What follows belongs to an exercise in optimizing a design on an open flow for small area, a short achievable clock period and few clock cycles per item; a production flow would make more cautious choices. The RTL was checked by simulation tests, not by an equivalence proof against the original design. Power figures rest on the tool's default switching activity, not on a simulated workload.

`flow/config.mk`:
```
export PLATFORM = sky130hd
export DESIGN_NAME = sp_top
export DESIGN_NICKNAME = sp_top
export VERILOG_FILES = /design/flow/design.v
export SDC_FILE = /design/flow/constraint.sdc
export NUM_CORES = 4
export LEC_CHECK = 0
export CAP_MARGIN = 20
export CORE_MARGIN = 2
export CORE_UTILIZATION = 40
export SLEW_MARGIN = 20
```
`flow/constraint.sdc`:
```
create_clock -name core_clock -period 10.0 [get_ports {clk}]
set_input_delay 2.0000 -clock core_clock [delete_from_list [all_inputs] [get_ports {clk}]]
set_output_delay 2.0000 -clock core_clock [all_outputs]
set_load 0.01 [all_outputs]
```
`flow/design.v`:
```
`default_nettype none
package sp_pkg;
	localparam int ELEM_W = 9;
	localparam int LEN    = 6;
	localparam int WIDE_W = 2 * ELEM_W;
	localparam logic [ELEM_W-1:0] MODULUS = 9'd509;
	localparam logic [ELEM_W-1:0] INV_EXP = 9'd507;
	typedef logic [ELEM_W-1:0] elem_t;
	typedef logic [WIDE_W-1:0] wide_t;
	typedef elem_t [LEN-1:0] series_t;
	typedef struct packed {
		logic sort_en;
		logic inv_en;
	} mode_t;
	typedef enum logic [2:0] {
		IDLE,
		LOAD,
		INV,
		SORT,
		SUM,
		OUT
	} ctrl_state_e;
endpackage
`default_nettype wire
`default_nettype none
module inv_rom (
	input  wire logic [7:0] t,
	output logic      [8:0] y
);
	localparam logic [255:0] M0 = 256'h63ac0482aa6d4428402422ba43fd01338ae76743cde43c16302ecf8787b6ef8e;
	localparam logic [255:0] M1 = 256'h3da5f284ae325a2dfd758edb04449cc8efc10238fea0f8489e2370fa73e918e3;
	localparam logic [255:0] M2 = 256'h2ed0f134e4f604aaf816dcc2f6f65f1e2510024f274a452c0ca5e6fa025e6090;
	localparam logic [255:0] M3 = 256'h38ccc90de1a0dd33401373262dd61369980f967b43cc1e8f2db0b1c3f55d2906;
	localparam logic [255:0] M4 = 256'h2aa2c8a7015c6916a3971a3b6cc0c2616e00c9ae71449272c7a7487ea1a46d5a;
	localparam logic [255:0] M5 = 256'h3dad0661d936689470af40959d2ecc63856f1c6d9b496df4d974ba6d2d0e7dfe;
	localparam logic [255:0] M6 = 256'h2e14a5684f09a7a58726b26ca4f7636f01665b0104ca5246d5423c393d28d662;
	localparam logic [255:0] M7 = 256'h30c632dc95d6cd5705300b1181666695d1e2b3c159d6e94e4c175b6666e5c736;
	localparam logic [255:0] M8 = 256'h095a89a1043085588dd829e321355c95245548354d08cbc8354eafa605031b5a;
	assign y[0] = M0[t];
	assign y[1] = M1[t];
	assign y[2] = M2[t];
	assign y[3] = M3[t];
	assign y[4] = M4[t];
	assign y[5] = M5[t];
	assign y[6] = M6[t];
	assign y[7] = M7[t];
	assign y[8] = M8[t];
endmodule
`default_nettype wire
`default_nettype none
module sp_top (
	input  wire logic       clk,
	input  wire logic       rst_n,
	input  wire logic       in_valid,
	input  wire logic [8:0] in_data,
	input  wire logic [1:0] in_mode,
	output logic            out_valid,
	output logic [8:0]      out_data
);
	logic [2:0] cnt;
	logic       inv_en;
	logic       sort_en;
	always_ff @(posedge clk or negedge rst_n) begin
		if (!rst_n) begin
			cnt <= 3'd0;
		end else if (in_valid) begin
			cnt <= (cnt == 3'd5) ? 3'd0 : cnt + 3'd1;
		end
	end
	always_ff @(posedge clk) begin
		if (in_valid && cnt == 3'd0) begin
			inv_en  <= in_mode[0];
			sort_en <= in_mode[1];
		end
	end
	logic       va;
	logic [2:0] idx_a;
	logic       fold_a;
	logic [7:0] t_a;
	logic [6:0] in_inc;
	assign in_inc = in_data[7:1] + 7'd1;
	always_ff @(posedge clk or negedge rst_n) begin
		if (!rst_n) begin
			va <= 1'b0;
		end else begin
			va <= in_valid;
		end
	end
	always_ff @(posedge clk) begin
		idx_a  <= cnt;
		fold_a <= in_data[8];
		t_a    <= in_data[8] ? {in_inc, in_data[0]} : ~in_data[7:0];
	end
	logic [8:0] a_b;
	logic [6:0] t_dec;
	logic [8:0] h;
	logic [7:0] h_inc;
	logic [8:0] inv_x;
	logic       vb;
	logic [2:0] idx_b;
	logic [8:0] ab;
	logic [8:0] bb;
	assign t_dec = t_a[7:1] - 7'd1;
	assign a_b   = fold_a ? {1'b1, t_dec, t_a[0]} : {1'b0, ~t_a};
	inv_rom u_rom (
		.t (t_a),
		.y (h)
	);
	assign h_inc = h[8:1] + 8'd1;
	assign inv_x = fold_a ? ~{h_inc, h[0]} : h;
	always_ff @(posedge clk or negedge rst_n) begin
		if (!rst_n) begin
			vb <= 1'b0;
		end else begin
			vb <= va;
		end
	end
	always_ff @(posedge clk) begin
		idx_b <= idx_a;
		ab    <= a_b;
		bb    <= inv_en ? inv_x : a_b;
	end
	logic [5:0][8:0] list;
	logic [5:0][8:0] s_sr;
	logic [5:0]      moves;
	logic            out_active;
	logic [2:0]      ocnt;
	logic [8:0]      s_new;
	function automatic logic le9(input logic [8:0] x, input logic [8:0] y);
		logic r;
		r = 1'b1;
		for (int i = 0; i < 9; i++) begin
			r = (~x[i] & y[i]) | (~(x[i] & ~y[i]) & r);
		end
		le9 = r;
	endfunction
	function automatic logic [8:0] add509(input logic [8:0] x, input logic [8:0] y);
		logic [9:0] sum;
		logic [9:0] sum3;
		sum    = {1'b0, x} + {1'b0, y};
		sum3   = {1'b0, x} + {1'b0, y} + 10'd3;
		add509 = sum3[9] ? sum3[8:0] : sum[8:0];
	endfunction
	always_comb begin
		moves[0] = 1'b1;
		for (int p = 1; p < 6; p++) begin
			moves[p] = out_active || !sort_en || (32'(idx_b) <= 5 - p) || le9(list[p], bb);
		end
	end
	always_ff @(posedge clk) begin
		for (int p = 0; p < 6; p++) begin
			if (out_active || (vb && moves[p])) begin
				if (p < 5) begin
					list[p] <= moves[p+1] ? list[p+1] : bb;
				end else begin
					list[p] <= bb;
				end
			end
		end
	end
	logic [10:0] s_t0;
	logic [11:0] s_t1;
	logic [11:0] s_t2;
	assign s_t0  = {2'b00, ab} + {1'b0, bb, 1'b0};
	assign s_t1  = {3'b000, ab} + {2'b00, bb, 1'b0} - 12'd509;
	assign s_t2  = {3'b000, ab} + {2'b00, bb, 1'b0} - 12'd1018;
	assign s_new = !s_t2[11] ? s_t2[8:0] : (!s_t1[11] ? s_t1[8:0] : s_t0[8:0]);
	always_ff @(posedge clk) begin
		if (vb || out_active) begin
			s_sr <= {s_new, s_sr[5:1]};
		end
	end
	logic       last_ins;
	logic [8:0] e_list;
	logic [8:0] e_new;
	assign last_ins = vb && (idx_b == 3'd5);
	assign e_list   = add509(s_sr[1], list[1]);
	assign e_new    = add509(s_sr[1], bb);
	always_ff @(posedge clk or negedge rst_n) begin
		if (!rst_n) begin
			out_active <= 1'b0;
			ocnt       <= 3'd0;
			out_valid  <= 1'b0;
			out_data   <= 9'd0;
		end else begin
			if (last_ins) begin
				out_active <= 1'b1;
				ocnt       <= 3'd0;
			end else if (out_active) begin
				if (ocnt == 3'd4) begin
					out_active <= 1'b0;
				end
				ocnt <= ocnt + 3'd1;
			end
			out_valid <= last_ins || out_active;
			if (last_ins) begin
				out_data <= moves[1] ? e_list : e_new;
			end else if (out_active) begin
				out_data <= e_list;
			end else begin
				out_data <= 9'd0;
			end
		end
	end
endmodule
`default_nettype wire
```
`flow/flow/run.sh`:
```
#!/bin/bash
# Layout flow: the standard synthesis, its combinational logic re-mapped by ABC
# (registers untouched), then the standard flow from floorplan to finish.
set -euo pipefail
WORK=$(pwd)
R=$WORK/orfs/results/$FLOW_PLATFORM/sp_top/base
ABC_SCRIPT=${ABC_SCRIPT:-delay.abc}
ABC_D=${ABC_D:-2500}
MARGIN=${MARGIN:-7}
bash standard.sh $R/1_2_yosys.v > $WORK/log_synth.txt 2>&1
cp $R/1_2_yosys.v $WORK/std_netlist.v
LIB=$FLOW_HOME/platforms/$FLOW_PLATFORM/lib/sky130_fd_sc_hd__tt_025C_1v80.lib \
  IN_V=$WORK/std_netlist.v OUT_V=$WORK/resyn_netlist.v ABC_SCRIPT=$WORK/flow/$ABC_SCRIPT ABC_D=$ABC_D \
  yosys -c $WORK/flow/resyn.tcl > $WORK/log_resyn.txt 2>&1
cp $WORK/resyn_netlist.v $R/1_2_yosys.v
touch $R/1_2_yosys.v
CTS="-sink_clustering_enable -repair_clock_nets -dont_use_dummy_load -buf_list sky130_fd_sc_hd__clkbuf_8"
bash standard.sh SETUP_SLACK_MARGIN=$MARGIN "CTS_ARGS=$CTS" finish > $WORK/log_finish.txt 2>&1
```
`flow/flow/delay.abc`:
```
strash
dch -f
map -D 2000
buffer -p
upsize -D 2000
dnsize -D 2000
topo
stime -p
```
`flow/flow/resyn.tcl`:
```
# Re-maps the combinational logic of the standard synthesis netlist with ABC.
# Registers stay the instances the standard synthesis made (same names and cells).
# env: IN_V, OUT_V, LIB, ABC_SCRIPT, ABC_D
yosys -import
set lib $::env(LIB)
read_liberty -ignore_miss_func $lib
read_verilog -defer $::env(IN_V)
hierarchy -top $::env(FLOW_TOP)
setattr -mod -set keep_hierarchy 1 sky130_fd_sc_hd__df* sky130_fd_sc_hd__edf* sky130_fd_sc_hd__dl* sky130_fd_sc_hd__sdf*
flatten
opt_clean -purge
tee -o $::env(OUT_V).pre.stat stat
set cf [open $::env(OUT_V).constr w]
puts $cf "set_driving_cell sky130_fd_sc_hd__buf_1"
puts $cf "set_load 5"
close $cf
abc -constr $::env(OUT_V).constr -liberty $lib -dont_use sky130_fd_sc_hd__probe_p_8 -dont_use sky130_fd_sc_hd__probec_p_8 -dont_use sky130_fd_sc_hd__lpflow_* -script $::env(ABC_SCRIPT) -D $::env(ABC_D)
opt_clean -purge
setundef -zero
splitnets
opt_clean -purge
hilomap -singleton -hicell sky130_fd_sc_hd__conb_1 HI -locell sky130_fd_sc_hd__conb_1 LO
insbuf -buf sky130_fd_sc_hd__buf_4 A X
tee -o $::env(OUT_V).stat stat -liberty $lib
select $::env(FLOW_TOP)
write_verilog -noattr -nohex -nodec -selected $::env(OUT_V)
```
`flow/standard.sh`:
```
#!/bin/bash
# synth_recipe.tcl (not shown) runs the flow's synth.tcl, then flattens the netlist and writes it again
# the make line also repeats each setting of config.mk as NAME=value (left out here)
make -C /OpenROAD-flow-scripts/flow DESIGN_CONFIG=/design/flow/config.mk WORK_HOME=/design/flow/orfs CLKGATE_MAP_FILE= SYNTH_SCRIPT=/design/flow/synth_recipe.tcl "${@:-finish}"
```
==> summary.txt, run 1 <==
Critical path
  • Worst Path Required: 10.35 ns
  • Reg2Reg Setup Slack: between 6 and 7 ns
  • Worst R2R Start: t_a[1]
  • Arr. time, crit path: about 3.5 ns
  • Crit. End Element: flip-flop
  • Reg2reg path depth: 11
  • Worst-path maximum fanout: 7
  • Crit Path Category: reg -> reg
  • Startpoint Class: flip-flop
  • Reg2reg end: bb[7]

Drt
  • DRC viols: 0
  • Total wire length: ~44000 µm
  • Starting DRT DRC Count: 1613
  • DR vias: 11000
  • Drt pass-1 iters: 7
  • Routed Antenna Nets: 0
  • DR vias/cell: 6.26
  • Drt wl/cell: 25.3 µm

Yosys
  • Gate Count Post-Synth: ~1300
  • Mapped Nets: 1331
  • YS warnings: 1
  • Synth Cell Area: 9760 µm²
  • Syn avg cell area: ~7.4 µm²

Global routing
  • First-pass GRT wire length: 63300 µm
  • Total Routing Usage GR: between 30 and 40%
  • Number of global-route vias before repair: 10200
  • Largest net degree at the start of global routing: 46
  • Initial antenna violation count: 0
  • Overflow after GRT: 0

CTS
  • Worst-case clock buffer depth: 2
  • TritonCTS Buffers: 17
  • Clock latency on the worst-skew pair: between 0.4 and 0.5 ns
  • Clock slew at reported path FFs: 0.08 ns
  • Clock sink count: 144
  • Root Driver: clkbuf_8
  • H-tree Lvls: 4
  • CTS tree: yes
  • Post-cts hold buffer count: 0

Floorplan
  • Initial Util: 40.5%
  • DIE AREA: 25700 µm²
  • # IOs: 24
  • Die Y: 160 µm
  • Core ar.: 24100 µm²
  • Std cell rows: 57
  • Die Wd: ~160 µm

STA
  • Final setup fails: 0
  • Layout Skew: 0.0429 ns
  • Period utilization: roughly a third
  • Relative slew margins: around a third
  • Final hold vios: 0
  • Fmax: 318 MHz
  • Final max-slew violation count: 0
  • Setup TNS Final: 0 ns
  • Worst-Margin Slew: 1.00 ns
  • Tmin final: 3.15 ns
  • Worst Hold Margin: 0.334 ns
  • Unrepaired setup endpoints after global routing: true

Finish
  • Antenna diodes: 0
  • Final nets: 1445
  • Area growth, synth to finish: 27.6%
  • Layout cells sized above 1: 25.8%
  • Final Util: 51.7%
  • Layout Cells excl Fill: 1753

Placed design
  • Dpl hpwl: roughly 32000 µm
  • Inst Count DP: between 1500 and 2000
  • IO buf count: 23
  • Final weighted congestion in routability-driven placement: 1.11

Run status
  • Status: complete, no violations

Min path
  • WHS Endpoint: idx_b[2]
  • HP Class: reg -> reg
  • HP Start: idx_a[2]
  • Worst Hold Depth: 0

Power
  • Leak: 5.06 nW
  • Peak supply drop: between 0.2 and 0.3 mV
  • Tot Pwr: 3.75 mW
  • Pwr/cell area: 301 nW/µm²

Flow run
  • Max Cap Viol: 0
-- worst max-delay path, stage by stage, from the launching register on --
cell	delay (ns)
dfxtp_4	0.45
buf_4	0.23
nor2_1	0.11
inv_1	0.20
nand2_2	0.18
nand2_1	0.22
a21oi_1	0.10
o311ai_1	0.66
nand3_1	0.46
nor3_1	0.24
a21oi_1	0.06
o211ai_1	0.11
-- cell type report --
class	instances	area (µm²)
Inverter	161	682
Multi-Input combinational cell	967	5930
Clock buffer	17	234
Tap cell	324	405
Fill cell	2416	11700
Timing Repair Buffer	140	1280
Sequential cell	144	3930
-- sequential cells by signal (all words and copies together), names as in the netlist --
name        flops
cnt             3
bb              9
idx_a           3
ocnt            3
s_sr           45
ab              9
fold_a          1
vb              1
sort_en         1
inv_en          1
t_a             8
out_data        9
list           45
out_active      1
va              1
out_valid       1
idx_b           3
-- repair_timing --
| action | CTS | global route |
|---|---|---|
| pin swaps | 20 | 57 |
| buffers inserted | 38 | 60 |
| resized for setup | 148 | 187 |
| gates cloned | 0 | 4 |
| endpoints found under the setup margin | 78 | 71 |
-- per-layer routing --
layer	share of wire (%)	vias to the layer above	GRT usage (%)
met3	12	207	10.5
met2	41	750	48.3
met4	5.7	0	16.2
met1	41	5176	44.5
li1	-	4843	-
met5	0	-	0
-- how the worst max path moves through the flow --
stage	from	slack, ns	cells past startpoint	to
floorplan	bb[2]	7.19	14	s_sr[51]
global placement	t_a[3]	5.83	12	bb[8]
detailed placement	t_a[1]	6.02	15	bb[8]
CTS	t_a[0]	6.91	16	bb[8]
global route	s_sr[10]	6.81	20	out_data[6]
finish	t_a[1]	6.85	11	bb[7]
-- through the flow --
stage	worst slack, ns	cell area, µm²
2_1_floorplan	7.19	9760
3_3_place_gp	5.83	10300
3_5_place_dp	6.02	10300
4_1_cts	6.91	11200
5_1_grt	6.81	12500
6_report	6.85	12500
-- cell usage in the layout, fill, tap and decap left out, drive strengths merged, types with 12 or more instances in the layout --
| cell type | instances |
|---|---|
| o21ai | 103 |
| edfxtp | 92 |
| nand2 | 224 |
| o2111ai | 16 |
| nor2 | 224 |
| a22oi | 20 |
| o221ai | 14 |
| nand3 | 62 |
| dfxtp | 33 |
| buf | 123 |
| a31oi | 18 |
| inv | 149 |
| xnor2 | 14 |
| a21oi | 85 |
| clkdlybuf4s50 | 13 |
| xor2 | 27 |
| clkbuf | 21 |
| nand4 | 12 |
| o22ai | 24 |
| dfrtp | 19 |
| o211ai | 15 |
| nor3 | 31 |
-- power by group --
group          switching (mW)  internal (mW)  total (mW)
logic                    1.36          0.850        2.21
clock network           0.195          0.150       0.344
registers               0.204          0.992        1.20
total                    1.76           1.99        3.75
Testbench counts, summed over its fixed seeds: cycles 2,504, jobs 192.
==> run 2, diff against run 1 <==
==> flow/flow/delay.abc (replaced) <==
strash
dch -f
map -D 1200
buffer -p
upsize -D 1200
dnsize -D 1200
topo
stime -p
==> run 2 against run 1 <==
  * Routed wire length grew 4.8%
  * Final area fell by 2.9%
  * Fmax is 4.1% higher
  * Largest cell class unchanged
  * Via count is 11% higher
  * Synthesized cell count rose by 15%
  * Worst hold slack gained 0.00065 ns
  * Synthesized area increased by 11%
  * Clock skew is 0.012 ns lower
==> summary.txt, run 2 <==
Run status
  • Status: complete, no violations

Finish
  • Final Util: 45.1% (-6.6 points)
  • Layout Cells excl Fill: 1866 (+6.4%)
  • Layout cells sized above 1: 11.0% (-15 points)
  • Final Instance Area: 12100 µm² (-2.9%)
  • Most common cell after layout, fill and taps aside: nand2_1
  • Final nets: 1541 (+6.6%)
  • Antenna diodes: 0 (unchanged)
  • Most frequent cells in the layout: 316 x nand2_1, 149 x nor2_1, 136 x nand3_1, 128 x inv_1, 92 x edfxtp_1
  • Largest registers: list x45, s_sr x45
  • Fillers: 2805 (+16%)
  • Area growth, synth to finish: 11.3%

Drt
  • Routed Antenna Nets: 0 (unchanged)
  • DR vias: 12100 (+11%)
  • Starting DRT DRC Count: 1543 (-4.3%)
  • Drt wl/cell: 24.9 µm (-1.6%)
  • Drt pass-1 iters: 9 (+2)
  • DR vias/cell: 6.50 (+3.9%)
  • Total wire length: 46400 µm (+4.8%)
  • DRC viols: 0 (unchanged)

Global routing
  • First-pass GRT wire length: 69000 µm (+8.9%)
  • Number of global-route vias before repair: 11300 (+11%)
  • Overflow after GRT: 0 (unchanged)
  • GR Util met1: 41.0% (-3.5 points)
  • Met2 Use GR: 50.6% (+2.3 points)
  • Total Routing Usage GR: 32.4% (-0.73 points)
  • Largest net degree at the start of global routing: 49 (+6.5%)
  • Met3 Resource Use GR: 9.03% (-1.4 points)
  • Initial antenna violation count: 0 (unchanged)
  • Most used routing layer: met2

STA
  • Worst-Margin Slew: 0.962 ns (-0.0420 ns)
  • Setup TNS Final: 0 ns (unchanged)
  • Relative slew margins: 35.6% (+2.8 points)
  • Final setup fails: 0 (unchanged)
  • Layout Skew: 0.0311 ns (-0.0118 ns)
  • Period utilization: 30.2% (-1.2 points)
  • Final worst setup slack: 6.98 ns (+0.124 ns)
  • Unrepaired setup endpoints after global routing: true
  • Worst Hold Margin: 0.335 ns (+0.000647 ns)
  • Final hold vios: 0 (unchanged)
  • Final max-slew violation count: 0 (unchanged)
  • Fmax: 331 MHz (+4.1%)
  • Tmin final: 3.02 ns (-0.124 ns)

Critical path
  • Startpoint Class: flip-flop
  • Crit. End Element: flip-flop
  • Critical Path Source: t_a[1]
  • Crit Path Category: reg -> reg
  • Worst R2R Start: t_a[1]
  • Arr. time, crit path: 3.35 ns (-0.15 ns)
  • Worst-path maximum fanout: 31 (+24)
  • Reg2reg path depth: 12 (+1)
  • CP endpoint: bb[8]
  • Worst Path Required: 10.32 ns (-0.03 ns)
  • Reg2reg end: bb[8]
  • Reg2Reg Setup Slack: 6.98 ns (+0.12 ns)

Yosys
  • Mapped Nets: 1526 (+15%)
  • Synth Cell Area: 10900 µm² (+11%)
  • Gate Count Post-Synth: 1512 (+15%)
  • YS warnings: 1 (unchanged)
  • Syn avg cell area: 7.18 µm² (-3.1%)

Placed design
  • Setup WS pre-CTS: 6.39 ns (+0.365 ns)
  • Inst Count DP: 1834 (+12%)
  • Final weighted congestion in routability-driven placement: 1.17 (+5.3%)
  • IO buf count: 23 (unchanged)
  • Dpl hpwl: 33400 µm (+5.6%)
  • Post-DP Area: 11400 µm² (+10%)

Power
  • Pwr/cell area: 297 nW/µm² (-1.3%)
  • Tot Pwr: 3.59 mW (-4.2%)
  • Peak supply drop: 0.114 mV (-55%)
  • Leak: 5.10 nW (+0.80%)

Floorplan
  • Die Wd: 169 µm (+5.4%)
  • Die Y: 169 µm (+5.4%)
  • Std cell rows: 60 (+5.3%)
  • Core ar.: 26800 µm² (+11%)
  • DIE AREA: 28500 µm² (+11%)
  • Initial Util: 40.5% (about the same)
  • # IOs: 24 (unchanged)

CTS
  • Clock latency on the worst-skew pair: 0.47 ns (about the same)
  • Clock sink count: 144 (unchanged)
  • Clock slew at reported path FFs: 0.09 ns (about the same)
  • CTS tree: yes
  • Post-cts hold buffer count: 0 (unchanged)
  • H-tree Lvls: 4 (unchanged)
  • TritonCTS Buffers: 17 (unchanged)
  • Worst-case clock buffer depth: 2 (unchanged)
  • Root Driver: clkbuf_8

Min path
  • HP Class: reg -> reg

Flow run
  • Max Cap Viol: 0 (unchanged)
==> run 2: worst min path at each step <==
stage / from / endpoint / slack [ns] / cells after the start
6_report: idx_a[1] / idx_b[1] / 0.33 / 0
4_1_cts: idx_a[1] / idx_b[1] / 0.34 / 0
5_1_grt: idx_a[1] / idx_b[1] / 0.35 / 0
3_3_place_gp: idx_a[1] / idx_b[1] / 0.31 / 0
3_5_place_dp: idx_a[1] / idx_b[1] / 0.32 / 0
2_1_floorplan: idx_a[0] / idx_b[0] / 0.31 / 0
==> run 2: timing repair <==
item                       4_1_cts  5_1_grt
pin swaps                        1        3
setup buffers                    6        8
gates cloned                     0        1
gates resized for setup         76       75
hold endpoints to repair         0        0
setup endpoints to repair       57       61
==> run 2: worst max-delay path, cell delays in order (launching register included) <==
cell and delay (ns):
dfxtp_1 0.31, clkbuf_8 0.26, nor2_2 0.36, nand2_2 0.23, nand2_2 0.24, nand3_1 0.18, nand3_1 0.17, o2bb2ai_1 0.13
nand3_1 0.20, nand4_1 0.26, nand3_1 0.15, o311ai_1 0.29, nand2_1 0.08
==> run 2: per-layer routing <==
| layer | vias to the layer above | wire length (µm) |
|---|---|---|
| met5 | - | 0 |
| met4 | 0 | 3000 |
| met3 | 214 | 5170 |
| met2 | 749 | 20100 |
| met1 | 5704 | 18200 |
| li1 | 5471 | - |
==> run 2: area by class of cell <==
| type | count | area, µm² | area share [%] |
|---|---|---|---|
| timing repair buffer | 61 | 573 | 4.74 |
| tap | 341 | 427 | 3.53 |
| multi-input combinational | 1164 | 6400 | 53.0 |
| sequential | 144 | 3910 | 32.3 |
| inverter | 139 | 542 | 4.48 |
| clock buffer | 17 | 234 | 1.94 |
==> run 2: power by group <==
group	switching [mW]	total [mW]	internal [mW]
logic	1.39	2.07	0.676
registers	0.199	1.18	0.985
clock network	0.193	0.343	0.150
total	1.78	3.59	1.81
==> run 3, diff against run 2 <==
==> flow/flow/delay.abc (replaced) <==
strash
&get -n
&deepsyn -T 60
&put
dch -f
map -D 1400
buffer -p
upsize -D 1400
dnsize -D 1400
topo
stime -p
==> run 3 against run 2 <==
  * Still clean
  * Setup slack worse by 0.079 ns
  * Clock-buffer cell count unchanged
  * Power down 4.0%
  * Combinational power down 7%
  * Via count down 12%
  * Cell count down 7.2%
  * Non-clock buffer count is 57 higher
  * Sequential power hardly changed
  * Die area is 8.8% lower
  * Critical path depth is the same
  * Synthesized cell count fell by 13%
  * Critical endpoint is now bb[7]
==> summary.txt, run 3 <==
Global routing
  • Number of global-route vias before repair: 9623 (-15%)
  • First-pass GRT wire length: 59600 µm (-14%)
  • Overflow after GRT: 0 (unchanged)
  • Largest net degree at the start of global routing: 46 (-6.1%)
  • Total Routing Usage GR: 30.8% (-1.6 points)
  • Initial antenna violation count: 1 (+1)

Critical path
  • Worst-path maximum fanout: 16 (-48%)
  • Reg2reg path depth: 12 (unchanged)
  • Startpoint Class: flip-flop
  • Crit Path Category: reg -> reg
  • Arr. time, crit path: 3.47 ns (+0.12 ns)
  • Crit. End Element: flip-flop
  • Worst Path Required: 10.36 ns (+0.04 ns)

STA
  • Worst-Margin Slew: 0.925 ns (-0.0369 ns)
  • Final setup fails: 0 (unchanged)
  • Layout Skew: 0.0394 ns (+0.00827 ns)
  • Final worst setup slack: 6.90 ns (-0.0793 ns)
  • Setup TNS Final: 0 ns (unchanged)
  • Final max-slew violation count: 0 (unchanged)
  • Unrepaired setup endpoints after global routing: true
  • Period utilization: 31.0% (+0.79 points)
  • Fmax: 322 MHz (-2.6%)
  • Tmin final: 3.10 ns (+0.0793 ns)
  • Relative slew margins: 38.1% (+2.5 points)
  • Final hold vios: 0 (unchanged)

Yosys
  • Gate Count Post-Synth: 1311 (-13%)
  • Synth Cell Area: 9880 µm² (-9.0%)
  • Syn avg cell area: 7.53 µm² (+4.9%)
  • YS warnings: 1 (unchanged)
  • Mapped Nets: 1325 (-13%)

Floorplan
  • DIE AREA: 26000 µm² (-8.8%)
  • # IOs: 24 (unchanged)
  • Core ar.: 24200 µm² (-9.5%)
  • Initial Util: 40.7% (+0.22 points)
  • Std cell rows: 57 (-5.0%)
  • Die Wd: 161 µm (-4.5%)
  • Die Y: 161 µm (-4.5%)

Drt
  • Drt pass-1 iters: 7 (-2)
  • Routed Antenna Nets: 0 (unchanged)
  • DRC viols: 0 (unchanged)
  • DR vias: 10700 (-12%)
  • Total wire length: 41700 µm (-10%)
  • Drt wl/cell: 24.1 µm (-3.3%)
  • DR vias/cell: 6.16 (-5.4%)
  • Starting DRT DRC Count: 1671 (+8.3%)

Placed design
  • IO buf count: 23 (unchanged)
  • Setup WS pre-CTS: 6.19 ns (-0.202 ns)
  • Dpl hpwl: 30200 µm (-9.5%)
  • Final weighted congestion in routability-driven placement: 1.12 (-4.3%)
  • Post-DP Area: 10400 µm² (-8.4%)

Power
  • Peak supply drop: 0.132 mV (+15%)
  • Leak: 5.00 nW (-1.9%)
  • Pwr/cell area: 290 nW/µm² (-2.5%)

Finish
  • Sequential cell area: 3930 µm² (+0.45%)
  • Multi-input logic area: 5620 µm² (-12%)
  • Area growth, synth to finish: 20.5%
  • Largest registers: list x45, s_sr x45
  • Layout cells sized above 1: 21.3% (+10 points)
  • Final Instance Area: 11900 µm² (-1.5%)
  • Most frequent cells in the layout: 219 x nand2_1, 145 x nor2_1, 136 x inv_1, 98 x a21oi_1, 92 x edfxtp_1
  • Most common cell after layout, fill and taps aside: nand2_1
  • Antenna diodes: 0 (unchanged)
  • Fillers: 2415 (-14%)
  • Final nets: 1424 (-7.6%)

CTS
  • Clock latency on the worst-skew pair: 0.45 ns (-0.02 ns)
  • TritonCTS Buffers: 17 (unchanged)
  • H-tree Lvls: 4 (unchanged)
  • CTS tree: yes
  • Post-cts hold buffer count: 0 (unchanged)
  • Clock slew at reported path FFs: 0.09 ns (about the same)
  • Worst-case clock buffer depth: 2 (unchanged)
  • Root Driver: clkbuf_8
  • Clock sink count: 144 (unchanged)

Run status
  • Status: complete, no violations

Min path
  • Worst Hold Depth: 0 (unchanged)
  • HP Class: reg -> reg

Flow run
  • Max Cap Viol: 0 (unchanged)
## run 3: final timing paths
path	startpoint	end	slack (ns)
max reg2reg	t_a[1]	bb[7]	6.90
min in group asynchronous	rst_n	out_data[7]	1.53
max in group asynchronous	rst_n	out_valid	8.12
max	t_a[1]	bb[7]	6.90
min	idx_a[1]	idx_b[1]	0.32
min reg2reg	idx_a[1]	idx_b[1]	0.32
## run 3: power by group
group	internal, mW	leakage (nW)	switching (mW)
combinational	0.670	3.42	1.25
clock	0.150	0.122	0.200
sequential	0.990	1.46	0.195
## run 3: final cells by class
type | count | area share, %
timing repair buffer | 118 | 8.77
multi-input combinational | 965 | 47.2
timing repair inverter | 1 | 0.0420
inverter | 163 | 5.59
sequential | 144 | 33.0
clock buffer | 17 | 1.97
tap | 324 | 3.41
## run 3: layer usage
layer / global-route usage, % / vias to the layer above / share of wire (%) / wire [µm]
met5: 0 / - / 0.031 / 13
met4: 11.9 / 2 / 5.3 / 2200
met3: 8.91 / 201 / 12 / 5190
met2: 44.3 / 651 / 40 / 16700
met1: 43.6 / 5026 / 42 / 17600
li1: - / 4783 / - / -
## run 3: stage by stage
stage / cells / total power [mW] / utilization (%) / hold WS [ns]
floorplan: 1311 / 2.38 / - / 0.310
global placement: 1632 / 2.87 / 43.0 / 0.311
detailed placement: 1632 / 2.87 / 43.0 / 0.314
CTS: 1668 / 3.27 / 45.4 / 0.319
global route: 1732 / 3.69 / 49.1 / 0.326
finish: 1732 / 3.45 / 49.1 / 0.318
## run 3: repair_timing
item,4_1_cts,5_1_grt
buffers inserted,18,60
cloned,1,4
pin swaps,6,30
gates resized for setup,117,107
setup endpoints to repair,66,83
## run 3: worst max-delay path: stages, from the launching register on
cell and delay [ns]:
dfxtp_1 0.35, buf_8 0.24, nand2_1 0.30, o21ai_2 0.34
inv_1 0.15, a311oi_1 0.47, o31ai_1 0.11, nand4_1 0.17
nand4_1 0.18, nor3_2 0.26, nand4_1 0.17, buf_4 0.20
nand3_1 0.07
==> run 4, diff against run 3 <==
--- a/flow/flow/run.sh
+++ b/flow/flow/run.sh
@@ -7,5 +7,5 @@
 ABC_SCRIPT=${ABC_SCRIPT:-delay.abc}
 ABC_D=${ABC_D:-2500}
-MARGIN=${MARGIN:-7}
+MARGIN=${MARGIN:-7.2}
 bash standard.sh $R/1_2_yosys.v > $WORK/log_synth.txt 2>&1
 cp $R/1_2_yosys.v $WORK/std_netlist.v
==> flow/flow/delay.abc (replaced) <==
strash
dch -f
map -D 1400
buffer -p
upsize -D 1400
dnsize -D 1400
topo
stime -p
==> run 4 against run 3 <==
  * Power increased by 6.4%
  * Flip-flop and latch count unchanged
  * Sequential power about the same
  * Setup slack improved by 0.16 ns
  * Global-route usage increased by 2.3 points
  * Critical path depth decreased by 11
  * Synthesized cell count increased by 7.3%
  * Routed wire length increased by 12%
  * Combinational power increased by 11%
  * Die area increased by 4.0%
  * Critical path type is now reg -> out
  * Highest routed layer is now met4
==> summary.txt, run 4 <==
Global routing
  • Initial antenna violation count: 0 (-1)
  • Total Routing Usage GR: 33.1% (+2.3 points)
  • First-pass GRT wire length: 65400 µm (+9.7%)
  • Largest net degree at the start of global routing: 46 (unchanged)
  • Number of global-route vias before repair: 10400 (+8.3%)
  • Overflow after GRT: 0 (unchanged)

Drt
  • DRC viols: 0 (unchanged)
  • Drt pass-1 iters: 10 (+3)
  • DR vias/cell: 6.37 (+3.5%)
  • Total wire length: 46600 µm (+12%)
  • DR vias: 11800 (+11%)
  • Starting DRT DRC Count: 1719 (+2.9%)
  • Drt wl/cell: 25.2 µm (+4.7%)
  • Routed Antenna Nets: 0 (unchanged)

CTS
  • Root Driver: clkbuf_8
  • Worst-case clock buffer depth: 2 (unchanged)
  • Clock sink count: 144 (unchanged)
  • Clock slew at reported path FFs: 0.09 ns (about the same)
  • Post-cts hold buffer count: 0 (unchanged)
  • TritonCTS Buffers: 17 (unchanged)
  • Clock latency on the worst-skew pair: 0.45 ns (about the same)
  • H-tree Lvls: 4 (unchanged)
  • CTS tree: yes

Critical path
  • Reg2Reg Setup Slack: 7.12 ns (+0.22 ns)
  • Largest stage delay, worst path: 0.39 ns (-0.08 ns)
  • Worst R2R Start: t_a[0]
  • Worst-path maximum fanout: 1 (-15)
  • Startpoint Class: flip-flop
  • Crit-path slowest cell: dfrtp_1
  • Top delay family on crit path: flip-flops
  • Cell breakdown of the critical path: buf_6
  • Crit Path Category: reg -> out
  • Crit. End Element: output port
  • Critical Path Source: out_data[0]
  • Arr. time, crit path: 0.95 ns (-2.52 ns)
  • WP buf/inv: 1 (-2)
  • Worst Path Required: 8.00 ns (-2.36 ns)

Floorplan
  • DIE AREA: 27000 µm² (+4.0%)
  • Initial Util: 40.9% (+0.11 points)
  • Die Y: 164 µm (+2.0%)
  • Std cell rows: 58 (+1.8%)
  • Core ar.: 25200 µm² (+3.8%)
  • Die Wd: 164 µm (+2.0%)
  • # IOs: 24 (unchanged)

Yosys
  • YS warnings: 1 (unchanged)
  • Syn avg cell area: 7.31 µm² (-3.0%)
  • Gate Count Post-Synth: 1407 (+7.3%)
  • Mapped Nets: 1421 (+7.2%)
  • Synth Cell Area: 10300 µm² (+4.1%)

Finish
  • Final nets: 1536 (+7.9%)
  • Most common cell after layout, fill and taps aside: nand2_1
  • Layout cells sized above 1: 21.9% (+0.60 points)
  • Area growth, synth to finish: 25.6%
  • Antenna diodes: 0 (unchanged)
  • Most frequent cells in the layout: 259 x nand2_1, 139 x nor2_1, 131 x inv_1, 94 x buf_4, 92 x edfxtp_1
  • Layout Cells excl Fill: 1850 (+6.8%)
  • Final Util: 51.3% (+2.2 points)
  • Largest registers: list x45, s_sr x45
  • Final Instance Area: 12900 µm² (+8.6%)

Power
  • Peak supply drop: 0.178 mV (+35%)
  • Tot Pwr: 3.67 mW (+6.4%)
  • Pwr/cell area: 284 nW/µm² (-2.0%)
  • Leak: 5.51 nW (+10%)

Placed design
  • Post-DP Area: 10800 µm² (+3.9%)
  • Dpl hpwl: 32200 µm (+6.8%)
  • IO buf count: 23 (unchanged)
  • Inst Count DP: 1729 (+5.9%)
  • Final weighted congestion in routability-driven placement: 1.12 (-0.11%)
  • Setup WS pre-CTS: 6.09 ns (-0.0944 ns)

STA
  • Worst-Margin Slew: 1.12 ns (+0.198 ns)
  • Unrepaired setup endpoints after global routing: true
  • Fmax: 339 MHz (+5.3%)
  • Tmin final: 2.95 ns (-0.157 ns)
  • Setup TNS Final: 0 ns (unchanged)
  • Relative slew margins: 24.9% (-13 points)
  • Final worst setup slack: 7.05 ns (+0.157 ns)
  • Worst Hold Margin: 0.338 ns (+0.0191 ns)
  • Final hold vios: 0 (unchanged)
  • Layout Skew: 0.0410 ns (+0.00161 ns)
  • Final max-slew violation count: 0 (unchanged)
  • Final setup fails: 0 (unchanged)
  • Period utilization: 29.5% (-1.6 points)

Min path
  • HP Start: idx_a[0]
  • HP Class: reg -> reg

Flow run
  • Max Cap Viol: 0 (unchanged)

Run status
  • Status: complete, no violations
run 4: changes by cell type in the layout (fill, tap and decap cells not counted), moves of 7 or more:
| cell | previous run | this run |
|---|---|---|
| a21oi_1 | 98 | 82 |
| nand4_1 | 14 | 21 |
| buf_4 | 80 | 94 |
| nand2_1 | 219 | 259 |
| nand2_4 | 7 | 17 |
| o221ai_1 | 5 | 13 |
| o21ai_0 | 75 | 84 |
| nand3_1 | 58 | 80 |
| and3_1 | 8 | 1 |
| o21ai_2 | 11 | 2 |
| a22oi_1 | 13 | 20 |
| nand2_2 | 20 | 28 |
run 4: layout make-up:
class / instances / area [µm²]
tap: 330 / 413
sequential: 144 / 3940
clock buffer: 17 / 234
timing repair inverter: 1 / 5.00
fill: 2527 / 12300
inverter: 159 / 698
multi-input combinational: 1060 / 6270
timing repair buffer: 139 / 1360
run 4: power by group:
part,leakage (nW),internal [mW],switching (mW)
logic,3.93,0.752,1.37
clock network,0.122,0.150,0.198
registers,1.46,0.988,0.208
total,5.51,1.89,1.78
run 4: timing repair:
item / 4_1_cts / 5_1_grt
endpoints found under the setup margin: 92 / 93
buffers inserted: 20 / 73
cloned: 3 / 8
pin swaps: 9 / 32
gates resized for setup: 149 / 148
run 4: metal layers:
layer,track usage [%],up-vias,wire [µm]
met5,0,-,0
met4,16.8,0,2920
met3,11.1,235,6010
met2,45.9,789,18400
met1,45.7,5537,19300
li1,-,5230,-
run 4: worst paths after layout:
path                                    end  cells after the start
worst max-delay path            out_data[0]                      1
worst min-delay path               idx_b[0]                      0
worst max register to register        bb[6]                     14
worst min register to register     idx_b[0]                      0
max in group asynchronous           ocnt[1]                      1
min in group asynchronous       out_data[7]                      1
==> run 5, diff against run 4 <==
--- a/flow/flow/run.sh
+++ b/flow/flow/run.sh
@@ -7,5 +7,5 @@
 ABC_SCRIPT=${ABC_SCRIPT:-delay.abc}
 ABC_D=${ABC_D:-2500}
-MARGIN=${MARGIN:-7.2}
+MARGIN=${MARGIN:-7}
 bash standard.sh $R/1_2_yosys.v > $WORK/log_synth.txt 2>&1
 cp $R/1_2_yosys.v $WORK/std_netlist.v
==> run 5 against run 4 <==
  * Power decreased by 6.0%
  * Sequential share of layout area increased by 2.8 points
  * Still clean on timing, DRC and antenna
  * Critical path type is now reg -> reg
  * Register-to-register slack lost 0.13 ns
  * Utilization decreased by 4.6 points
  * Non-clock buffer count decreased by 72
==> summary.txt, run 5 <==
Run status
  • Status: complete, no violations

STA
  • Worst Hold Margin: 0.337 ns (-0.000106 ns)
  • Layout Skew: 0.0413 ns (+0.000307 ns)
  • Final worst setup slack: 6.99 ns (-0.0594 ns)
  • Final setup fails: 0 (unchanged)
  • Period utilization: 30.1% (+0.59 points)
  • Tmin final: 3.01 ns (+0.0594 ns)
  • Final hold vios: 0 (unchanged)
  • Final max-slew violation count: 0 (unchanged)
  • Unrepaired setup endpoints after global routing: true
  • Fmax: 333 MHz (-2.0%)
  • Relative slew margins: 25.5% (+0.62 points)
  • Setup TNS Final: 0 ns (unchanged)
  • Worst-Margin Slew: 1.11 ns (-0.00924 ns)

CTS
  • Clock sink count: 144 (unchanged)
  • H-tree Lvls: 4 (unchanged)
  • Worst-case clock buffer depth: 2 (unchanged)
  • Clock slew at reported path FFs: 0.07 ns (-0.02 ns)
  • Root Driver: clkbuf_8
  • CTS tree: yes
  • Post-cts hold buffer count: 0 (unchanged)
  • Clock latency on the worst-skew pair: 0.45 ns (about the same)
  • TritonCTS Buffers: 17 (unchanged)

Floorplan
  • Die Wd: 164 µm (unchanged)
  • Std cell rows: 58 (unchanged)
  • Core ar.: 25200 µm² (unchanged)
  • DIE AREA: 27000 µm² (unchanged)
  • # IOs: 24 (unchanged)
  • Initial Util: 40.9% (unchanged)
  • Die Y: 164 µm (unchanged)

Critical path
  • Worst Path Required: 10.31 ns (+2.31 ns)
  • Startpoint Class: flip-flop
  • Worst-path maximum fanout: 18 (+17)
  • Arr. time, crit path: 3.32 ns (+2.37 ns)
  • Crit. End Element: flip-flop
  • Crit Path Category: reg -> reg

Finish
  • Most frequent cells in the layout: 281 x nand2_1, 154 x nor2_1, 140 x inv_1, 92 x edfxtp_1, 88 x o21ai_0
  • Area growth, synth to finish: 14.4%
  • Multi-input logic area: 5870 µm² (-6.4%)
  • Most common cell after layout, fill and taps aside: nand2_1
  • Sequential cell area: 3920 µm² (-0.57%)
  • Layout cells sized above 1: 13.0% (-8.9 points)
  • Fillers: 2615 (+3.5%)
  • Final nets: 1462 (-4.8%)
  • Antenna diodes: 0 (unchanged)
  • Final Instance Area: 11800 µm² (-8.9%)
  • Largest registers: list x45, s_sr x45

Placed design
  • Final weighted congestion in routability-driven placement: 1.12 (unchanged)
  • Setup WS pre-CTS: 6.09 ns (unchanged)
  • Post-DP Area: 10800 µm² (unchanged)
  • Dpl hpwl: 32200 µm (unchanged)
  • IO buf count: 23 (unchanged)

Yosys
  • Synth Cell Area: 10300 µm² (unchanged)
  • Syn avg cell area: 7.31 µm² (unchanged)
  • YS warnings: 1 (unchanged)
  • Gate Count Post-Synth: 1407 (unchanged)
  • Mapped Nets: 1421 (unchanged)

Global routing
  • Overflow after GRT: 0 (unchanged)
  • Number of global-route vias before repair: 10200 (-2.0%)
  • Initial antenna violation count: 0 (unchanged)
  • Largest net degree at the start of global routing: 52 (+13%)
  • First-pass GRT wire length: 64100 µm (-2.1%)
  • Total Routing Usage GR: 32.3% (-0.83 points)

Flow run
  • Max Cap Viol: 0 (unchanged)

Power
  • Clk network pwr share: 10.1% (+0.6 points)
  • Comb power frac: 55.5% (-2.4 points)
  • Part of the power in registers: 34.4% (+1.8 points)
  • Leak: 5.02 nW (-9.0%)
  • Net Switching: 1.68 mW (-5.7%)
  • Pwr/cell area: 293 nW/µm² (+3.2%)
  • Sw frac: 48.7% (+0.17 points)
  • Peak supply drop: 0.177 mV (-0.17%)
  • Int Power: 1.77 mW (-6.3%)

Min path
  • HP Class: reg -> reg

Drt
  • DRC viols: 0 (unchanged)
  • Total wire length: 44300 µm (-5.1%)
  • Routed Antenna Nets: 0 (unchanged)
  • Starting DRT DRC Count: 1554 (-9.6%)
  • Drt pass-1 iters: 6 (-4)
  • DR vias: 11400 (-3.1%)
  • Drt wl/cell: 24.9 µm (-1.1%)
  • DR vias/cell: 6.43 (+0.89%)
-- run 5: final timing paths --
kind	cells after the start	end	slack, ns	startpoint
max reg2reg	12	bb[7]	6.99	t_a[0]
max in group asynchronous	1	va	7.33	rst_n
min reg2reg	0	idx_b[0]	0.34	idx_a[0]
max	12	bb[7]	6.99	t_a[0]
min in group asynchronous	1	out_data[0]	2.08	rst_n
min	0	idx_b[0]	0.34	idx_a[0]
-- run 5: power by group through the flow --
stage                     Clock [mW]  Sequential, mW  Combinational, mW
final                          0.347            1.19               1.92
after global placement             0            1.18               1.77
after floorplan                    0            1.11               1.29
after global routing           0.382            1.22               2.11
after detailed placement           0            1.19               1.76
after CTS                      0.357            1.18               1.78
-- run 5: per-stage QoR --
stage               util [%]  std cells  power [mW]
floorplan                  -       1407        2.40
global placement        43.0       1729        2.95
detailed placement      43.0       1729        2.95
CTS                     44.8       1753        3.32
global route            46.7       1776        3.71
finish                  46.7       1776        3.45
-- run 5: worst max-delay path, cell delays in order, from the launching register on --
cell and delay, ns:
dfxtp_2 0.36, buf_12 0.18, nor2_4 0.23, inv_1 0.28, nand2_2 0.27, o21ai_0 0.11
a32o_1 0.23, a31oi_1 0.30, o211ai_1 0.23, inv_1 0.15, nand3_1 0.15, o311ai_1 0.29
nand2_1 0.10
-- run 5: what timing repair did --
item                       4_1_cts  5_1_grt
gates cloned                     0        5
setup endpoints to repair       66       63
pin swaps                        3        7
buffers inserted                 7       18
resized for setup               94       70
-- run 5: per-layer routing --
layer | track usage (%) | wire length, µm | up-vias | part of all wire, %
met5 | 0 | 0 | - | 0
met4 | 14.7 | 2410 | 0 | 5.4
met3 | 9.52 | 5450 | 189 | 12
met2 | 45.3 | 17600 | 771 | 40
met1 | 45.6 | 18800 | 5384 | 42
li1 | - | - | 5076 | -
-- run 5: final cells by class --
class / count / area share [%]
repair inverters: 1 / 0.0425
well taps: 330 / 3.51
repair buffers: 67 / 5.83
inverters: 159 / 5.44
flip-flops and latches: 144 / 33.3
clock buffers: 17 / 1.99
multi-input cells: 1058 / 49.9
==> run 6, diff against run 5 <==
==> flow/flow/delay.abc (replaced) <==
strash
dch -f
map -D 1600
buffer -p
upsize -D 1600
dnsize -D 1600
topo
stime -p
==> run 6 against run 5 <==
  * Cell count fell by 2.1%
  * Critical path depth is 1 higher
  * Utilization is 1.7 points higher
  * Via count decreased by 2.8%
  * Clock-buffer cell count did not move
  * Fmax is 2.0% lower
  * Worst hold slack lost 0.036 ns
==> summary.txt, run 6 <==
Drt
  • DR vias: 11100 (-2.8%)
  • Drt pass-1 iters: 6 (unchanged)
  • DRC viols: 0 (unchanged)
  • Drt wl/cell: 25.7 µm (+3.1%)
  • DR vias/cell: 6.38 (-0.71%)
  • Starting DRT DRC Count: 1576 (+1.4%)
  • Routed Antenna Nets: 0 (unchanged)
  • Total wire length: 44700 µm (+0.99%)

Critical path
  • Arr. time, crit path: 3.41 ns (+0.09 ns)
  • Reg2Reg Setup Slack: 6.93 ns (-0.06 ns)
  • Crit. End Element: flip-flop
  • Worst Path Required: 10.34 ns (+0.03 ns)
  • Startpoint Class: flip-flop
  • Worst-path maximum fanout: 29 (+11)
  • Cell breakdown of the critical path: buf_8 > buf_12 > nor2_2 > buf_8 > clkinvlp_4 > buf_4 > nor3_1 > o41ai_1 > a21oi_1 > nand2_1 > inv_1 > a311o_1 > a31oi_1
  • Largest stage delay, worst path: 0.56 ns (+0.20 ns)
  • CP most frequent cell: buf_8
  • Crit Path Category: reg -> reg
  • Crit-path slowest cell: o41ai_1

Global routing
  • First-pass GRT wire length: 64100 µm (+0.15%)
  • Overflow after GRT: 0 (unchanged)
  • Total Routing Usage GR: 33.5% (+1.2 points)
  • GR Util met1: 43.2% (-2.4 points)
  • Met3 Resource Use GR: 7.52% (-2.0 points)
  • Largest net degree at the start of global routing: 46 (-12%)
  • Most used routing layer: met2
  • Number of global-route vias before repair: 10100 (-1.1%)
  • Initial antenna violation count: 0 (unchanged)
  • Met2 Use GR: 50.4% (+5.1 points)

Finish
  • Most common cell after layout, fill and taps aside: nand2_1
  • Layout cells sized above 1: 17.9% (+4.9 points)
  • Area growth, synth to finish: 18.7%
  • Antenna diodes: 0 (unchanged)
  • Final Instance Area: 11800 µm² (+0.17%)
  • Most frequent cells in the layout: 225 x nand2_1, 152 x nor2_1, 132 x inv_1, 93 x o21ai_0, 92 x edfxtp_1
  • Fillers: 2423 (-7.3%)
  • Largest registers: list x45, s_sr x45
  • Final nets: 1431 (-2.1%)

Placed design
  • Dpl hpwl: 32400 µm (+0.61%)
  • Post-DP Area: 10500 µm² (-3.3%)
  • IO buf count: 23 (unchanged)
  • Setup WS pre-CTS: 5.74 ns (-0.351 ns)
  • Final weighted congestion in routability-driven placement: 1.06 (-5.2%)

CTS
  • CTS tree: yes
  • Clock slew at reported path FFs: 0.10 ns (+0.03 ns)
  • Clock latency on the worst-skew pair: 0.46 ns (about the same)
  • Clock sink count: 144 (unchanged)
  • Worst-case clock buffer depth: 2 (unchanged)
  • H-tree Lvls: 4 (unchanged)
  • TritonCTS Buffers: 17 (unchanged)
  • Root Driver: clkbuf_8
  • Post-cts hold buffer count: 0 (unchanged)

Yosys
  • Mapped Nets: 1362 (-4.2%)
  • YS warnings: 1 (unchanged)
  • Syn avg cell area: 7.37 µm² (+0.75%)
  • Synth Cell Area: 9930 µm² (-3.5%)
  • Gate Count Post-Synth: 1348 (-4.2%)

Floorplan
  • Std cell rows: 57 (-1.7%)
  • DIE AREA: 26100 µm² (-3.4%)
  • Core ar.: 24300 µm² (-3.4%)
  • Initial Util: 40.8% (about the same)
  • Die Y: 162 µm (-1.7%)
  • # IOs: 24 (unchanged)
  • Die Wd: 162 µm (-1.7%)

Power
  • Peak supply drop: 0.130 mV (-27%)
  • Leak: 4.88 nW (-2.8%)
  • Pwr/cell area: 291 nW/µm² (-0.85%)
  • Tot Pwr: 3.43 mW (-0.68%)

STA
  • Setup TNS Final: 0 ns (unchanged)
  • Final hold vios: 0 (unchanged)
  • Final worst setup slack: 6.93 ns (-0.0615 ns)
  • Tmin final: 3.07 ns (+0.0615 ns)
  • Worst Hold Margin: 0.301 ns (-0.0364 ns)
  • Final setup fails: 0 (unchanged)
  • Unrepaired setup endpoints after global routing: true
  • Layout Skew: 0.0398 ns (-0.00153 ns)
  • Relative slew margins: 38.4% (+13 points)
  • Period utilization: 30.7% (+0.62 points)
  • Worst-Margin Slew: 0.921 ns (-0.193 ns)
  • Final max-slew violation count: 0 (unchanged)
  • Fmax: 326 MHz (-2.0%)

Run status
  • Status: complete, no violations

Min path
  • HP Class: reg -> reg

Flow run
  • Max Cap Viol: 0 (unchanged)
[run 6: timing repair]
action	CTS	global route
cloned	0	1
setup endpoints to repair	64	75
pin swaps	4	15
gates resized for setup	104	120
setup buffers	21	37
[run 6: critical path, delay by kind of cell, from the launching register on]
family                 cells  cell delay (ns)
AND/OR/NAND/NOR            3             0.26
flip-flops                 1             0.35
AO/OA/AOI/OAI              4             1.20
buffers and inverters      6             1.11
[run 6: layout make-up]
cell class              instances  area [µm²]  area share [%]
multi-input cells             998        5710            48.4
well taps                     324         405            3.44
repair buffers                 96         851            7.22
flip-flops and latches        144        3930            33.3
clock buffers                  17         234            1.98
inverters                     160         661            5.60
[run 6: where the power goes]
part / switching (mW) / total [mW] / internal (mW)
registers: 0.210 / 1.20 / 0.990
clock network: 0.199 / 0.349 / 0.150
logic: 1.23 / 1.88 / 0.644
[run 6: per-layer routing]
| metal | share of wire, % | vias up |
|---|---|---|
| met5 | 0 | - |
| met2 | 43 | 786 |
| met1 | 39 | 5207 |
| met4 | 7.3 | 0 |
| li1 | - | 4895 |
| met3 | 11 | 215 |
[run 6: final timing paths]
kind,end,from,cells after the start
max,bb[5],t_a[4],13
min in group asynchronous,vb,rst_n,1
min reg2reg,idx_b[2],idx_a[2],0
max in group asynchronous,out_data[3],rst_n,1
min,idx_b[2],idx_a[2],0
max reg2reg,bb[5],t_a[4],13
[run 6: through the flow]
stage | utilization, % | std cells
5_1_grt | 48.5 | 1739
4_1_cts | 45.2 | 1701
2_1_floorplan | - | 1348
6_report | 48.5 | 1739
3_5_place_dp | 43.1 | 1663
3_3_place_gp | 43.1 | 1663
==> run 7, diff against run 6 <==
==> flow/flow/delay.abc (replaced) <==
strash
dch -f
map -D 1400
buffer -p
upsize -D 1400
dnsize -D 1400
topo
stime -p
--- a/flow/config.mk
+++ b/flow/config.mk
@@ -8,4 +8,5 @@
 export CAP_MARGIN = 20
 export CORE_MARGIN = 2
-export CORE_UTILIZATION = 40
+export CORE_UTILIZATION = 55
+export PLACE_DENSITY = 0.75
 export SLEW_MARGIN = 20
==> run 7 against run 6 <==
  * First-iteration DRC count increased by 45%
  * Cell count is 3.5% lower
  * Via count increased by 8.7%
==> summary.txt, run 7 <==
Run status
  • Status: complete, no violations

Critical path
  • Reg2reg end: bb[6]
  • Worst-path maximum fanout: 16 (-45%)
  • Largest stage delay, worst path: 0.48 ns (-0.08 ns)
  • Arr. time, crit path: 3.40 ns (about the same)
  • Cell breakdown of the critical path: buf_8 > nor2_4 > nor2_1 > inv_1 > a221oi_1 > o22ai_1 > nand3_1 > nand3b_1 > inv_1 > nor2_1 > a21oi_1 > o311ai_2
  • WP buf/inv: 3 (-3)
  • Worst Path Required: 10.32 ns (-0.02 ns)
  • Worst R2R Start: t_a[2]
  • Critical Path Source: t_a[2]
  • Crit-path slowest cell: dfxtp_4
  • Instance count on the critical path: 12 (-1)
  • Crit Path Category: reg -> reg
  • Startpoint Class: flip-flop
  • Top delay family on crit path: compound AO/OA/AOI/OAI gates
  • Reg2reg path depth: 12 (-1)
  • Reg2Reg Setup Slack: 6.91 ns (-0.02 ns)
  • Crit. End Element: flip-flop
  • CP endpoint: bb[6]

Floorplan
  • DIE AREA: 19800 µm² (-24%)
  • # IOs: 24 (unchanged)
  • Std cell rows: 50 (-12%)
  • Die Wd: 141 µm (-13%)
  • Core ar.: 18500 µm² (-24%)
  • Initial Util: 55.6% (+15 points)
  • Die Y: 141 µm (-13%)

Placed design
  • Dpl hpwl: 31600 µm (-2.6%)
  • IO buf count: 23 (unchanged)
  • Final weighted congestion in routability-driven placement: 1.27 (+20%)

CTS
  • Root Driver: clkbuf_8
  • Worst-case clock buffer depth: 2 (unchanged)
  • H-tree Lvls: 4 (unchanged)
  • Clock latency on the worst-skew pair: 0.47 ns (about the same)
  • Clock slew at reported path FFs: 0.07 ns (-0.03 ns)
  • Post-cts hold buffer count: 0 (unchanged)
  • CTS tree: yes
  • Clock sink count: 144 (unchanged)
  • TritonCTS Buffers: 17 (unchanged)

Drt
  • Routed Antenna Nets: 0 (unchanged)
  • Drt wl/cell: 26.6 µm (+3.5%)
  • DR vias: 12100 (+8.7%)
  • Starting DRT DRC Count: 2279 (+45%)
  • DR vias/cell: 7.19 (+13%)
  • DRC viols: 0 (unchanged)
  • Drt pass-1 iters: 14 (+8)
  • Total wire length: 44700 µm (about the same)

STA
  • Fmax: 324 MHz (-0.57%)
  • Period utilization: 30.9% (+0.18 points)
  • Layout Skew: 0.0364 ns (-0.00334 ns)
  • Worst Hold Margin: 0.312 ns (+0.0113 ns)
  • Tmin final: 3.09 ns (+0.0175 ns)
  • Final setup fails: 0 (unchanged)
  • Final max-slew violation count: 0 (unchanged)
  • Final hold vios: 0 (unchanged)
  • Setup TNS Final: 0 ns (unchanged)
  • Relative slew margins: 35.3% (-3.1 points)
  • Worst-Margin Slew: 0.966 ns (+0.0459 ns)
  • Unrepaired setup endpoints after global routing: true

Yosys
  • Synth Cell Area: 10300 µm² (+3.6%)
  • Gate Count Post-Synth: 1407 (+4.4%)
  • Syn avg cell area: 7.31 µm² (-0.74%)
  • Mapped Nets: 1421 (+4.3%)
  • YS warnings: 1 (unchanged)

Finish
  • Antenna diodes: 0 (unchanged)
  • Area growth, synth to finish: 12.6%
  • Final nets: 1461 (+2.1%)
  • Largest registers: list x45, s_sr x45
  • Most common cell after layout, fill and taps aside: nand2_1
  • Layout cells sized above 1: 13.5% (-4.4 points)
  • Most frequent cells in the layout: 280 x nand2_1, 149 x nor2_1, 142 x inv_1, 92 x edfxtp_1, 88 x o21ai_0

Min path
  • HP Start: idx_a[0]
  • HP Class: reg -> reg

Power
  • Pwr/cell area: 302 nW/µm² (+3.8%)
  • Tot Pwr: 3.49 mW (+1.9%)
  • Leak: 5.00 nW (+2.4%)
  • Peak supply drop: 0.180 mV (+39%)

Global routing
  • Overflow after GRT: 0 (unchanged)
  • Number of global-route vias before repair: 11000 (+9.0%)
  • First-pass GRT wire length: 64400 µm (+0.44%)
  • Largest net degree at the start of global routing: 51 (+11%)
  • Total Routing Usage GR: 43.2% (+9.7 points)
  • Initial antenna violation count: 1 (+1)

Flow run
  • Max Cap Viol: 0 (unchanged)
## run 7: worst min-delay path by stage
| stage | to | slack (ns) | cells past startpoint |
|---|---|---|---|
| after floorplan | idx_b[0] | 0.31 | 0 |
| after global placement | idx_b[0] | 0.32 | 0 |
| after detailed placement | idx_b[0] | 0.32 | 0 |
| after CTS | idx_b[0] | 0.31 | 0 |
| after global routing | idx_b[0] | 0.31 | 0 |
| final | idx_b[0] | 0.31 | 0 |
## run 7: final cells by class
type,count,area (µm²)
fill,1605,6940
timing repair buffer,67,593
tap,234,293
inverter,159,649
clock buffer,17,234
multi-input combinational,1058,5890
sequential,144,3930
## run 7: through the flow
step | worst slack, ns | util, % | std cells | cell area [µm²]
2_1_floorplan | 7.24 | - | 1407 | 10300
3_3_place_gp | 6.00 | 57.8 | 1630 | 10700
3_5_place_dp | 6.08 | 57.8 | 1630 | 10700
4_1_cts | 6.95 | 59.8 | 1652 | 11100
5_1_grt | 6.88 | 62.5 | 1679 | 11600
6_report | 6.91 | 62.5 | 1679 | 11600
## run 7: per-layer routing
metal | GRT usage [%] | part of all wire (%) | up-vias
li1 | - | - | 5076
met1 | 55.8 | 36 | 5525
met2 | 60.7 | 40 | 1151
met3 | 19.7 | 17 | 321
met4 | 22.5 | 7.2 | 0
met5 | 0 | 0 | -
## run 7: what timing repair did
| item | CTS | global route |
|---|---|---|
| resized for setup | 83 | 80 |
| cloned | 0 | 3 |
| pin swaps | 2 | 11 |
| setup endpoints to repair | 57 | 72 |
| buffers inserted | 5 | 24 |
## run 7: power by group
group | total [mW] | internal, mW | switching [mW]
registers | 1.21 | 0.988 | 0.220
logic | 1.94 | 0.619 | 1.32
clock network | 0.346 | 0.150 | 0.196
total | 3.49 | 1.76 | 1.73
## run 7: worst register-to-register path, delay by kind of cell (launching register included)
family,cells,cell delay [ns]
flops,1,0.48
compound gates,4,0.90
buf+inv,3,0.67
simple gates,5,0.89
==> run 8, diff against run 7 <==
--- a/flow/flow/run.sh
+++ b/flow/flow/run.sh
@@ -15,4 +15,3 @@
 cp $WORK/resyn_netlist.v $R/1_2_yosys.v
 touch $R/1_2_yosys.v
-CTS="-sink_clustering_enable -repair_clock_nets -dont_use_dummy_load -buf_list sky130_fd_sc_hd__clkbuf_8"
-bash standard.sh SETUP_SLACK_MARGIN=$MARGIN "CTS_ARGS=$CTS" finish > $WORK/log_finish.txt 2>&1
+bash standard.sh SETUP_SLACK_MARGIN=$MARGIN finish > $WORK/log_finish.txt 2>&1
==> flow/flow/delay.abc (replaced) <==
strash
dch -f
map {D}
buffer -p
upsize {D}
dnsize {D}
topo
stime -p
--- a/flow/config.mk
+++ b/flow/config.mk
@@ -8,5 +8,4 @@
 export CAP_MARGIN = 20
 export CORE_MARGIN = 2
-export CORE_UTILIZATION = 55
-export PLACE_DENSITY = 0.75
+export CORE_UTILIZATION = 40
 export SLEW_MARGIN = 20
==> run 8 against run 7 <==
  * Still clean on timing, DRC and antenna
  * Setup slack better by 0.13 ns
  * Power up 16%
  * Synthesized cell count up 9.5%
  * Register-to-register slack better by 0.13 ns
  * Clock power up 88%
  * Combinational power up 11%
  * Routed wire length up 5.8%
  * Die area up 50%
  * Clock skew down 0.022 ns
  * Flip-flop and latch count unchanged
  * Cell count up 14%
  * Largest cell class unchanged
==> summary.txt, run 8 <==
Finish
  • Largest registers: list x45, s_sr x45
  • Multi-input logic area: 6750 µm² (+15%)
  • Sequential cell area: 3920 µm² (-0.25%)
  • Layout cells sized above 1: 11.8% (-1.7 points)
  • Fillers: 2792 (+74%)
  • Most frequent cells in the layout: 301 x nand2_1, 171 x nand3_1, 117 x nor2_1, 110 x inv_1, 92 x edfxtp_1
  • Most common cell after layout, fill and taps aside: nand2_1
  • Final nets: 1545 (+5.7%)
  • Area growth, synth to finish: 11.7%
  • Antenna diodes: 0 (unchanged)

Placed design
  • IO buf count: 23 (unchanged)
  • Dpl hpwl: 33300 µm (+5.4%)
  • Final weighted congestion in routability-driven placement: 1.10 (-14%)

Critical path
  • Crit. End Element: flip-flop
  • Worst Path Required: 10.35 ns (+0.03 ns)
  • Reg2reg path depth: 10 (-2)
  • Crit Path Category: reg -> reg
  • Worst-path maximum fanout: 48 (+32)
  • Arr. time, crit path: 3.30 ns (-0.10 ns)
  • Startpoint Class: flip-flop

Drt
  • Starting DRT DRC Count: 1508 (-34%)
  • Total wire length: 47300 µm (+5.8%)
  • DR vias/cell: 6.54 (-9.0%)
  • Routed Antenna Nets: 0 (unchanged)
  • DR vias: 12600 (+4.1%)
  • Drt pass-1 iters: 6 (-8)
  • Drt wl/cell: 24.6 µm (-7.6%)
  • DRC viols: 0 (unchanged)

Floorplan
  • Initial Util: 40.6% (-15 points)
  • Std cell rows: 61 (+22%)
  • Die Y: 172 µm (+22%)
  • Die Wd: 172 µm (+22%)
  • DIE AREA: 29700 µm² (+50%)
  • Core ar.: 27900 µm² (+50%)
  • # IOs: 24 (unchanged)

Yosys
  • Syn avg cell area: 7.35 µm² (+0.50%)
  • Synth Cell Area: 11300 µm² (+10%)
  • Mapped Nets: 1555 (+9.4%)
  • YS warnings: 1 (unchanged)
  • Gate Count Post-Synth: 1541 (+9.5%)

CTS
  • CTS tree: yes
  • TritonCTS Buffers: 17 (unchanged)
  • Clock slew at reported path FFs: 0.07 ns (about the same)
  • Worst-case clock buffer depth: 2 (unchanged)
  • Clock latency on the worst-skew pair: 0.43 ns (-0.04 ns)
  • H-tree Lvls: 4 (unchanged)
  • Clock sink count: 144 (unchanged)
  • Root Driver: clkbuf_16

Global routing
  • Total Routing Usage GR: 32.3% (-11 points)
  • Largest net degree at the start of global routing: 49 (-3.9%)
  • First-pass GRT wire length: 71300 µm (+11%)
  • Overflow after GRT: 0 (unchanged)
  • Number of global-route vias before repair: 11700 (+6.5%)
  • Initial antenna violation count: 1 (unchanged)

STA
  • Final max-slew violation count: 0 (unchanged)
  • Setup TNS Final: 0 ns (unchanged)
  • Tmin final: 2.95 ns (-0.132 ns)
  • Worst Hold Margin: 0.330 ns (+0.0178 ns)
  • Final setup fails: 0 (unchanged)
  • Relative slew margins: 33.6% (-1.8 points)
  • Worst-Margin Slew: 0.993 ns (+0.0264 ns)
  • Final hold vios: 0 (unchanged)
  • Fmax: 339 MHz (+4.5%)
  • Period utilization: 29.5% (-1.3 points)
  • Unrepaired setup endpoints after global routing: true
  • Layout Skew: 0.0147 ns (-0.0217 ns)

Run status
  • Status: complete, no violations

Power
  • Peak supply drop: 0.131 mV (-27%)
  • Tot Pwr: 4.04 mW (+16%)
  • Pwr/cell area: 320 nW/µm² (+6.0%)
  • Leak: 5.17 nW (+3.5%)

Flow run
  • Max Cap Viol: 0 (unchanged)

Min path
  • HP Class: reg -> reg
  • Worst Hold Depth: 0 (unchanged)
==> run 8: changes by cell type in the layout (fill, tap and decap cells not counted), sizes merged, moves of 6 or more <==
cell     change
nand3       +94
nand4       +54
nor2        -43
inv         -21
buf         -18
nand2       +17
o211ai      +11
o2111ai     +10
o21ai        -9
clkinv       +8
o2bb2ai      +8
a221oi       -7
o311ai       -7
nor3         -6
==> run 8: layout make-up <==
type	count	share of cell area (%)
flip-flops and latches	144	31.0
inverters	127	3.97
clock inverters	14	1.12
multi-input cells	1195	53.4
repair buffers	46	3.29
clock buffers	18	3.56
well taps	378	3.74
==> run 8: timing repair <==
| action | in CTS | in global routing |
|---|---|---|
| resized for setup | 74 | 63 |
| endpoints found under the hold margin | 0 | 0 |
| hold buffers | 0 | 0 |
| pin swaps | 0 | 0 |
| buffers inserted | 4 | 2 |
| endpoints found under the setup margin | 71 | 74 |
==> run 8: critical path, cell delays in order, from the launching register on <==
cell      delay (ns)
dfxtp_2         0.34
buf_12          0.26
nand2_2         0.29
nor2_1          0.28
nand2_1         0.25
a32oi_1         0.32
a31oi_1         0.19
o21ai_2         0.28
and3_1          0.25
nand4_1         0.15
o211ai_2        0.19
==> run 8: metal layers <==
layer | vias up | wire, µm | GRT usage, %
met2 | 798 | 20900 | 51.3
met1 | 5956 | 18900 | 40.9
li1 | 5631 | - | -
met5 | - | 10 | 0
met4 | 2 | 2490 | 15.3
met3 | 187 | 4970 | 8.35
==> run 8: per-stage QoR <==
step,area [µm²],util [%],std cells,worst slack (ns)
after detailed placement,11800,42.2,1884,6.19
after CTS,12400,44.6,1920,6.98
after floorplan,11300,-,1541,7.24
final,12600,45.4,1922,7.05
after global placement,11800,42.2,1884,6.07
after global routing,12600,45.4,1922,7.00
==> run 8: power breakdown <==
group | internal, mW | total (mW) | switching, mW
clock | 0.347 | 0.651 | 0.304
combinational | 0.703 | 2.16 | 1.46
sequential | 1.00 | 1.23 | 0.224
==> run 8: worst paths after layout <==
check / to / slack, ns / startpoint
max in group asynchronous: out_data[2] / 8.13 / rst_n
worst max register to register: bb[7] / 7.05 / t_a[2]
min in group asynchronous: out_active / 1.53 / rst_n
worst min-delay path: idx_b[0] / 0.33 / idx_a[0]
worst max-delay path: bb[7] / 7.05 / t_a[2]
worst min register to register: idx_b[0] / 0.33 / idx_a[0]

[static timing again, ports no longer ideal]
The results above use ideal ports. As a check the final layouts listed here were re-extracted and re-timed, cells and wires unchanged.
Step 1 sets driving cells, clkbuf_16 on the clock port and buf_2 on the other inputs (assumed; they add their load-dependent delay and slew).
Step 2 adds t to the input delays and takes it off the output delays; t is the mean of the earliest and latest rising clock arrival at the registers after step 1. Input paths then give back, and output paths get back, about the clock's delay inside the block.
Three values: no drivers, after step 1, after step 2; two values: the first two.
run	shift t [ns]	setup WS [ns]	hold slack, ns	worst register clock-pin slew, ns
run 1	0.488	6.851 / 6.851 / 6.616	0.334 / 0.334 / 0.334	0.11 / 0.11
run 2	0.497	6.975 / 6.975 / 6.577	0.335 / 0.335 / 0.335	0.09 / 0.09
run 3	0.473	6.896 / 6.896 / 6.669	0.318 / 0.318 / 0.318	0.10 / 0.10
run 4	0.474	7.053 / 7.006 / 6.806	0.338 / 0.338 / 0.338	0.10 / 0.10
run 5	0.474	6.993 / 6.993 / 6.624	0.337 / 0.337 / 0.337	0.10 / 0.10
run 6	0.488	6.932 / 6.932 / 6.644	0.301 / 0.301 / 0.301	0.10 / 0.10
run 7	0.486	6.914 / 6.914 / 6.610	0.312 / 0.312 / 0.312	0.09 / 0.09
run 8	0.469	7.046 / 7.026 / 6.613	0.330 / 0.330 / 0.330	0.07 / 0.07
After both steps setup and hold are still met in every run listed. For run 8, which loses most, drivers alone change the setup slack by -0.020 ns; drivers and shift together by -0.433 ns.
